This design comes from an exercise in tuning for small area, a short achievable clock period and few clock cycles per item on the open sky130 flow, not from production work.
RTL that was checked went through simulation tests only; none was proved equivalent to the original.
Power and IR drop assume default switching activity.

## old
==> flow/design.v <==
module sbox_ddt_row_scanner #(
  parameter int WIDTH = 6,
  parameter int CW    = WIDTH + 1
) (
  input  logic             clk,
  input  logic             rst,
  input  logic             start,
  input  logic [WIDTH-1:0] delta,
  output logic             busy,
  output logic             done,
  output logic [WIDTH-1:0] sbox_x0,
  output logic [WIDTH-1:0] sbox_x1,
  input  logic [WIDTH-1:0] sbox_y0,
  input  logic [WIDTH-1:0] sbox_y1,
  output logic [CW-1:0]    max_count,
  output logic [WIDTH-1:0] max_diff,
  input  logic [WIDTH-1:0] rd_addr,
  output logic [CW-1:0]    rd_count
);
  localparam int ENTRIES = 1 << WIDTH;
  localparam int NW      = WIDTH - 1;         
  localparam int NSLOT   = 8;                 
  localparam int HW      = CW - 4;            
  logic             busy_q;
  logic             done_q;
  logic             act_q;                    
  logic [NW-1:0]    n_q;                      
  logic [WIDTH-1:0] delta_q;
  logic [WIDTH-1:0] d_q;                      
  logic [1:0]       lo_q   [ENTRIES];
  logic [WIDTH-1:0] sidx_q [NSLOT];
  logic [HW-1:0]    shi_q  [NSLOT];
  logic [2:0]       ptr_q;                    
  logic             full_q;                   
  logic [NW-1:0]    best_q;                   
  logic [WIDTH-1:0] best_idx_q;
  logic             accept;
  logic [WIDTH-1:0] key;
  logic [1:0]       lo_rd;
  logic [7:0]       key_hi;                   
  logic [7:0]       key_lo;                   
  logic [ENTRIES-1:0] sel;                    
  logic [NSLOT-1:0] hit;
  logic [HW-1:0]    hi_rd;
  logic             hi_any;
  logic [NW-1:0]    seen;
  logic             upd;
  logic             wrap;
  logic [HW-1:0]    hi_inc;
  logic [WIDTH-1:0] low;
  logic [WIDTH-1:0] below;
  logic [WIDTH-1:0] above;
  logic [WIDTH-1:0] x0;
  always_comb begin
    accept = start & ~busy_q;
    key    = act_q ? d_q : rd_addr;
    for (int r = 0; r < 8; r++) begin
      key_hi[r] = (key[5:3] == 3'(r));
      key_lo[r] = (key[2:0] == 3'(r));
    end
    lo_rd = '0;
    for (int i = 0; i < ENTRIES; i++) begin
      sel[i] = key_hi[i / 8] & key_lo[i % 8];
      lo_rd  = lo_rd | (lo_q[i] & {2{sel[i]}});
    end
    hi_rd  = '0;
    for (int k = 0; k < NSLOT; k++) begin
      hit[k] = (sidx_q[k] == key);
      hi_rd  = hi_rd | (shi_q[k] & {HW{hit[k]}});
    end
    hi_any = |hi_rd;
    hi_inc = hi_rd + 1'b1;
    seen   = {hi_rd, lo_rd};
    wrap   = act_q & (&lo_rd);
    upd    = (seen > best_q) | ((seen == best_q) & (d_q < best_idx_q));
    low    = delta_q & (~delta_q + 1'b1);
    below  = low - 1'b1;
    above  = ~(below | low);
    x0     = (below & {1'b0, n_q}) | (above & {n_q, 1'b0});
  end
  always_ff @(posedge clk or posedge rst) begin
    if (rst) begin
      busy_q <= 1'b0;
      done_q <= 1'b0;
      act_q  <= 1'b0;
      n_q    <= '0;
    end else begin
      done_q <= act_q & ~(|n_q);
      if (accept) begin
        busy_q <= 1'b1;
        act_q  <= 1'b1;
        n_q    <= 1;
      end else begin
        if (done_q) busy_q <= 1'b0;
        if (~(|n_q)) act_q <= 1'b0;
        if (|n_q) n_q <= n_q + 1'b1;
      end
    end
  end
  always_ff @(posedge clk) begin
    d_q <= sbox_y0 ^ sbox_y1;
    if (accept) begin
      delta_q    <= delta;
      best_q     <= '0;
      best_idx_q <= '1;
      ptr_q      <= '0;
      full_q     <= 1'b0;
      for (int i = 0; i < ENTRIES; i++) lo_q[i] <= '0;
      for (int k = 0; k < NSLOT; k++) shi_q[k] <= '0;
    end else if (act_q) begin
      if (upd) begin
        best_q     <= seen;
        best_idx_q <= d_q;
      end
      for (int i = 0; i < ENTRIES; i++) if (sel[i]) lo_q[i] <= lo_rd + 1'b1;
      if (wrap) begin
        if (!hi_any) ptr_q <= ptr_q + 1'b1;
        if (&hi_rd) full_q <= 1'b1;
        for (int k = 0; k < NSLOT; k++)
          if (hit[k] | (~hi_any & (ptr_q == 3'(k)))) begin
            sidx_q[k] <= d_q;
            shi_q[k]  <= hi_inc;
          end
      end
    end
  end
  assign busy      = busy_q;
  assign done      = done_q;
  assign sbox_x0   = x0;
  assign sbox_x1   = x0 ^ (busy_q ? delta_q : delta);
  assign max_count = {{1'b0, best_q} + 1'b1, 1'b0};
  assign max_diff  = best_idx_q;
  assign rd_count  = {full_q & (sidx_q[0] == key), hi_rd, lo_rd, 1'b0};
endmodule
==> flow/config.mk <==
export PLATFORM = sky130hd
export DESIGN_NAME = sbox_ddt_row_scanner
export DESIGN_NICKNAME = sbox_ddt_row_scanner
export VERILOG_FILES = /design/flow/design.v
export SDC_FILE = /design/flow/constraint.sdc
export NUM_CORES = 4
export LEC_CHECK = 0
export ABC_AREA = 1
export CAP_MARGIN = 20
export CORE_MARGIN = 2
export CORE_UTILIZATION = 40
export SETUP_SLACK_MARGIN = 1.0
export SLEW_MARGIN = 20
==> flow/constraint.sdc <==
create_clock -name core_clock -period 5.0 [get_ports {clk}]
set_input_delay 1.0000 -clock core_clock [delete_from_list [all_inputs] [get_ports {clk}]]
set_output_delay 1.0000 -clock core_clock [all_outputs]
set_load 0.01 [all_outputs]
run.sh (not shown) runs the stock make flow with config.mk's settings and CLKGATE_MAP_FILE= SYNTH_SCRIPT=/design/flow/synth_recipe.tcl, a recipe that flattens the netlist after the stock synthesis.
Testbench counts of old, summed over its fixed seeds: cycles 52,216, rows 1,536.
The following lists how new was set up differently from old:
diff --git a/flow/design.v b/flow/design.v
--- a/flow/design.v
+++ b/flow/design.v
@@ -35,13 +35,10 @@
   logic [NW-1:0]    best_q;                   
   logic [WIDTH-1:0] best_idx_q;
   logic             accept;
   logic [WIDTH-1:0] key;
   logic [1:0]       lo_rd;
-  logic [7:0]       key_hi;                   
-  logic [7:0]       key_lo;                   
-  logic [ENTRIES-1:0] sel;                    
   logic [NSLOT-1:0] hit;
   logic [HW-1:0]    hi_rd;
   logic             hi_any;
   logic [NW-1:0]    seen;
   logic             upd;
@@ -52,19 +49,11 @@
   logic [WIDTH-1:0] above;
   logic [WIDTH-1:0] x0;
   always_comb begin
     accept = start & ~busy_q;
     key    = act_q ? d_q : rd_addr;
-    for (int r = 0; r < 8; r++) begin
-      key_hi[r] = (key[5:3] == 3'(r));
-      key_lo[r] = (key[2:0] == 3'(r));
-    end
-    lo_rd = '0;
-    for (int i = 0; i < ENTRIES; i++) begin
-      sel[i] = key_hi[i / 8] & key_lo[i % 8];
-      lo_rd  = lo_rd | (lo_q[i] & {2{sel[i]}});
-    end
+    lo_rd  = lo_q[key];
     hi_rd  = '0;
     for (int k = 0; k < NSLOT; k++) begin
       hit[k] = (sidx_q[k] == key);
       hi_rd  = hi_rd | (shi_q[k] & {HW{hit[k]}});
     end
@@ -110,11 +99,11 @@
     end else if (act_q) begin
       if (upd) begin
         best_q     <= seen;
         best_idx_q <= d_q;
       end
-      for (int i = 0; i < ENTRIES; i++) if (sel[i]) lo_q[i] <= lo_rd + 1'b1;
+      lo_q[d_q] <= lo_rd + 1'b1;
       if (wrap) begin
         if (!hi_any) ptr_q <= ptr_q + 1'b1;
         if (&hi_rd) full_q <= 1'b1;
         for (int k = 0; k < NSLOT; k++)
           if (hit[k] | (~hi_any & (ptr_q == 3'(k)))) begin
==> results.txt <==
- new finished all stages; the layout is clean.
- Per the comparison of new with old, number of global-route vias before repair -722, peak ir drop on the vdd network -about 9%, layout clock buffer count +about 9%.
- For old, the last element of the critical path was rd_count[2], unlike new, where it was rd_count[5].
- Diff old -> new: overall die height higher; register-to-register slack higher; clock share of power lower; pre-CTS worst setup slack higher.
- Non-clock buffer count in the final layout (higher): old
- There was hardly any difference in period utilization between new and old.
- new vs old: x dimension of the die up
- Compared with old, new has less setup slack.
- Compare new and old | critical path depth in cells higher: old
- Clock period minus final worst setup slack in new is 3.0 ps higher than in old
- | proportion of synthesized area in mux cells | new vs old | ≈ equal |
The RTL of new was laid out without a check of its function.


Starts from the design.v that is shown in full above.
make LEC_CHECK=0 ABC_AREA=1 CAP_MARGIN=20 CORE_MARGIN=2 CORE_UTILIZATION=40 SETUP_SLACK_MARGIN=1.2 SLEW_MARGIN=20 finish   # period 5.0 ns
Testbench counts at the start, summed over its fixed seeds: cycles 52,216, rows 1,536.
Edit:
==> flow/design.v (replaced) <==
module sbox_ddt_row_scanner #(
  parameter int WIDTH = 6,
  parameter int CW    = WIDTH + 1
) (
  input  logic             clk,
  input  logic             rst,
  input  logic             start,
  input  logic [WIDTH-1:0] delta,
  output logic             busy,
  output logic             done,
  output logic [WIDTH-1:0] sbox_x0,
  output logic [WIDTH-1:0] sbox_x1,
  input  logic [WIDTH-1:0] sbox_y0,
  input  logic [WIDTH-1:0] sbox_y1,
  output logic [CW-1:0]    max_count,
  output logic [WIDTH-1:0] max_diff,
  input  logic [WIDTH-1:0] rd_addr,
  output logic [CW-1:0]    rd_count
);
  localparam int ENTRIES = 1 << WIDTH;
  localparam int NW      = WIDTH - 1;         
  localparam int NSLOT   = 8;                 
  localparam int HW      = CW - 3;            
  logic             busy_q;
  logic             done_q;
  logic [NW-1:0]    n_q;                      
  logic             act_q;                    
  logic [WIDTH-1:0] delta_q;
  logic [1:0]       lo_q   [ENTRIES];
  logic [WIDTH-1:0] sidx_q [NSLOT];
  logic [HW-1:0]    shi_q  [NSLOT];
  logic [2:0]       ptr_q;                    
  logic [NW-1:0]    best_q;                   
  logic [WIDTH-1:0] best_idx_q;
  logic             accept;
  logic [WIDTH-1:0] diff_d;
  logic [ENTRIES-1:0] dec;
  logic [WIDTH-1:0] key;
  logic [1:0]       lo_rd;
  logic [NSLOT-1:0] hit;
  logic [HW-1:0]    hi_rd;
  logic             hi_any;
  logic [NW-1:0]    seen;
  logic             upd;
  logic             wrap;
  logic [HW-1:0]    hi_inc;
  logic [WIDTH-1:0] low;
  logic [WIDTH-1:0] below;
  logic [WIDTH-1:0] above;
  logic [WIDTH-1:0] x0;
  always_comb begin
    accept = start & ~busy_q;
    diff_d = sbox_y0 ^ sbox_y1;
    key    = act_q ? diff_d : rd_addr;
    for (int i = 0; i < ENTRIES; i++) dec[i] = (diff_d == WIDTH'(i));
    lo_rd  = lo_q[key];
    hi_rd  = '0;
    for (int k = 0; k < NSLOT; k++) begin
      hit[k] = (sidx_q[k] == key) & (|shi_q[k]);
      hi_rd  = hi_rd | (shi_q[k] & {HW{hit[k]}});
    end
    hi_any = |hit;
    hi_inc = hi_rd + 1'b1;
    seen   = {hi_rd[2:0], lo_rd};
    wrap   = act_q & (&lo_rd);
    upd    = (seen > best_q) | ((seen == best_q) & (diff_d < best_idx_q));
    low    = delta_q & (~delta_q + 1'b1);
    below  = low - 1'b1;
    above  = ~(below | low);
    x0     = (below & {1'b0, n_q}) | (above & {n_q, 1'b0});
  end
  always_ff @(posedge clk or posedge rst) begin
    if (rst) begin
      busy_q <= 1'b0;
      done_q <= 1'b0;
      n_q    <= '0;
      act_q  <= 1'b0;
    end else begin
      done_q <= &n_q;
      if (accept) begin
        busy_q <= 1'b1;
        act_q  <= 1'b1;
        n_q    <= 1;
      end else begin
        if (done_q) busy_q <= 1'b0;
        if (&n_q) act_q <= 1'b0;
        if (act_q) n_q <= n_q + 1'b1;
      end
    end
  end
  always_ff @(posedge clk) begin
    if (accept) begin
      delta_q    <= delta;
      best_q     <= '0;
      best_idx_q <= diff_d;
      ptr_q      <= '0;
      for (int i = 0; i < ENTRIES; i++) lo_q[i] <= {1'b0, dec[i]};
      for (int k = 0; k < NSLOT; k++) shi_q[k] <= '0;
    end else if (act_q) begin
      if (upd) begin
        best_q     <= seen;
        best_idx_q <= diff_d;
      end
      lo_q[diff_d] <= lo_rd + 1'b1;
      if (wrap) begin
        if (!hi_any) ptr_q <= ptr_q + 1'b1;
        for (int k = 0; k < NSLOT; k++)
          if (hit[k] | (~hi_any & (ptr_q == 3'(k)))) begin
            sidx_q[k] <= diff_d;
            shi_q[k]  <= hi_inc;
          end
      end
    end
  end
  assign busy      = busy_q;
  assign done      = done_q;
  assign sbox_x0   = x0;
  assign sbox_x1   = x0 ^ (busy_q ? delta_q : delta);
  assign max_count = {{1'b0, best_q} + 1'b1, 1'b0};
  assign max_diff  = best_idx_q;
  assign rd_count  = {hi_rd, lo_rd, 1'b0};
endmodule
Utilization is higher by 0.18 points.
Setup slack improved by 0.078 ns.
Power is higher by 90%.
Routed wire length is higher by 24%.
Sequential power is higher by 32%.
Combinational power is higher to 15 times its value.
Flip-flop and latch count is higher by 1.
Die area is higher by 9.9%.
No functional check of the RTL was part of the second run of this note.

[what the ideal ports hide]
How much do the figures lean on ideal ports? The routed layouts below were timed once more, with nothing changed but the port constraints. Step 1 assumes that a clkbuf_16 drives the clock port and a buf_2 every other input. Step 2, shift: input delay + t, output delay - t, t = (earliest + latest rising clock arrival at the registers) / 2. This alone moves slack from input paths to output paths. a / b / c = ideal ports / drivers / drivers and shift; a / b = the first two.
run	t (ns)	slack for setup (ns)	worst register clock-pin slew, ns	cell pins on the clock port's net
old	0.581	1.115 / 1.062 / 0.653	0.06 / 0.06	1
new	0.585	1.112 / 1.085 / 0.718	0.06 / 0.06	1
the first run of note 2	0.571	1.199 / 1.151 / 0.837	0.06 / 0.06	1
the second run of note 2	0.579	1.276 / 1.234 / 0.798	0.06 / 0.06	1
After both steps setup and hold are still met in every run listed. For the second run of note 2, which loses most, drivers alone change the setup slack by -0.042 ns; drivers and shift together by -0.478 ns.
